What follows belongs to an exercise in optimizing a design on an open flow for small area, a short achievable clock period and few clock cycles per item; a production flow would make more cautious choices. Only simulation tests tie the RTL to the original design; equivalence was not proved.

## mobius_inv_seq
module mobius_inv_seq #(
   parameter int N      = 512,
   parameter int log2_N = 9,
   parameter int PRE    = 7
) (
   input  logic         clk,
   input  logic         rst_n,
   input  logic         start,
   input  logic [0:N-1] inputs,
   output logic         busy,
   output logic         done,
   output logic [0:N-1] outputs
);
   logic [0:N-1] lv [0:log2_N];
   logic [0:N-1] mid_q;
   logic         done_q;
   logic         accept;
   assign lv[0] = inputs;
   for (genvar s = 0; s < log2_N; s++) begin : g_lvl
      localparam int D = 1 << s;
      logic [0:N-1]   v;
      logic [0:N-1]   w;
      logic [0:N/2-1] hi;
      logic [0:N/2-1] lo;
      logic [0:N/2-1] x;
      if (s == PRE) begin : g_reg
         assign v = mid_q;
      end else begin : g_comb
         assign v = lv[s];
      end
      always_comb begin
         for (int k = 0; k < N / 2; k++) begin
  ...
Size in the first run: ~2900 cells after synthesis, about 1000 I/O pins.
==> flow/config.mk <==
export PLATFORM = sky130hd
export DESIGN_NAME = mobius_inv_seq
export DESIGN_NICKNAME = mobius_inv_seq
export VERILOG_FILES = /design/flow/design.v
export SDC_FILE = /design/flow/constraint.sdc
export NUM_CORES = 4
export LEC_CHECK = 0
export CAP_MARGIN = 20
export CORE_MARGIN = 2
export CORE_UTILIZATION = 58
export GPL_ROUTABILITY_DRIVEN = 0
export SETUP_SLACK_MARGIN = 1.25
export SLEW_MARGIN = 20
export SYNTH_HIERARCHICAL = 1
export SYNTH_MINIMUM_KEEP_SIZE = 0
==> flow/constraint.sdc <==
create_clock -name core_clock -period 4.0 [get_ports {clk}]
set_input_delay 0.8000 -clock core_clock [delete_from_list [all_inputs] [get_ports {clk}]]
set_output_delay 0.8000 -clock core_clock [all_outputs]
set_load 0.01 [all_outputs]
standard.sh (not shown) runs the stock make flow with config.mk's settings and CLKGATE_MAP_FILE= SYNTH_SCRIPT=/design/flow/synth_recipe.tcl, a recipe that flattens the netlist after the stock synthesis.
==> flow/flow/run.sh <==
#!/bin/bash
# The standard layout, except that:
# - the port buffers are the smallest plain buffer (buf_1) instead of the
#   delay buffer buffer_ports picks by default;
# - pins may sit one routing track apart, so that the 1029 ports fit on the
#   edge of a die sized by the cells rather than by the pin count.
set -euo pipefail
export BUFFER_PORTS_ARGS="-buffer_cell sky130_fd_sc_hd__buf_1"
export PLACE_PINS_ARGS="-min_distance 1 -min_distance_in_tracks"
bash standard.sh > standard.log 2>&1
Testbench counts at the start, summed over its fixed seeds: cycles 3,200, items 1,600.
Edit:
--- a/flow/config.mk
+++ b/flow/config.mk
@@ -8,6 +8,5 @@
 export CAP_MARGIN = 20
 export CORE_MARGIN = 2
-export CORE_UTILIZATION = 58
-export GPL_ROUTABILITY_DRIVEN = 0
+export CORE_UTILIZATION = 65
 export SETUP_SLACK_MARGIN = 1.25
 export SLEW_MARGIN = 20
The changed run failed in global routing.
Synthesized cell count stays the same.
Area after synthesis stays the same.
Edit:
--- a/flow/config.mk
+++ b/flow/config.mk
@@ -8,5 +8,5 @@
 export CAP_MARGIN = 20
 export CORE_MARGIN = 2
-export CORE_UTILIZATION = 65
+export CORE_UTILIZATION = 50
 export SETUP_SLACK_MARGIN = 1.25
 export SLEW_MARGIN = 20
This time the run completed with no timing, DRC or antenna violations.
Area after synthesis stays the same.
Synthesized cell count is unchanged.

========
Setup of P:
Starting RTL as in the previous note.
clock: 4.0 ns
lec_check: 0
cap_margin: 10
core_margin: 2
core_utilization: 58
cts_buf_list: sky130_fd_sc_hd__clkbuf_4 sky130_fd_sc_hd__clkbuf_8
setup_slack_margin: 1.25
slew_margin: 10
synth_hierarchical: 1
synth_minimum_keep_size: 0
Scripts as last shown in full above: flow/flow/run.sh
P: no failed stages, no open violations at the end
Testbench counts of P, summed over its fixed seeds: cycles 3,200, items 1,600.
--- input diff P..Q ---
- CORE_UTILIZATION now 50, was 58
- CAP_MARGIN now 20, was 10
- SETUP_SLACK_MARGIN now 1.5, was 1.25
- CTS_BUF_LIST no longer set, was sky130_fd_sc_hd__clkbuf_4 sky130_fd_sc_hd__clkbuf_8
- SLEW_MARGIN now 20, was 10
--- outcome ---
- Setup-violating endpoint count in the final report of Q is on par with P.
- Between P and Q, the flow reports total wire length increasing by more than 10%.
- The minimum clock period of Q falls short of that of P by 0.15 ns.
- In Q, the fill cell instance count of the final layout came out 13% above the value in P.
- Summary — total inserted antenna cells, Q relative to P: lower, by 3.

re-timing with driven ports:
In the flow no input, the clock included, has a driving cell. The finished layouts below were timed again as built, in two steps. Step 1 (the two cells are an assumption about what drives the block):
set clk [get_ports {clk}]
set_driving_cell -lib_cell sky130_fd_sc_hd__clkbuf_16 $clk
set_driving_cell -lib_cell sky130_fd_sc_hd__buf_2 [delete_from_list [all_inputs] $clk]
Step 2, shift: input delay + t, output delay - t, t = (earliest + latest rising clock arrival at the registers) / 2. This alone moves slack from input paths to output paths. a / b / c = no drivers / after step 1 / after step 2; a / b = the first two.
run | t, ns | setup WS [ns] | clock arrival spread, ns | worst register clock-pin slew, ns | pins driven straight from the clock port
the first run of note 1 | 0.696 | 1.036 / 0.967 / 0.529 | 0.017 / 0.017 | 0.07 / 0.07 | 1
the third run of note 1 | 0.704 | 1.140 / 1.149 / 0.488 | 0.054 / 0.053 | 0.07 / 0.07 | 1
P | 0.762 | 1.156 / 1.123 / 0.416 | 0.050 / 0.051 | 0.07 / 0.07 | 1
Q | 0.707 | 1.302 / 1.230 / 0.570 | 0.048 / 0.047 | 0.07 / 0.07 | 1
After both steps every run listed still meets setup and hold. The setup slack of P, which loses most, moves by -0.033 ns with the drivers and by -0.740 ns with both steps.
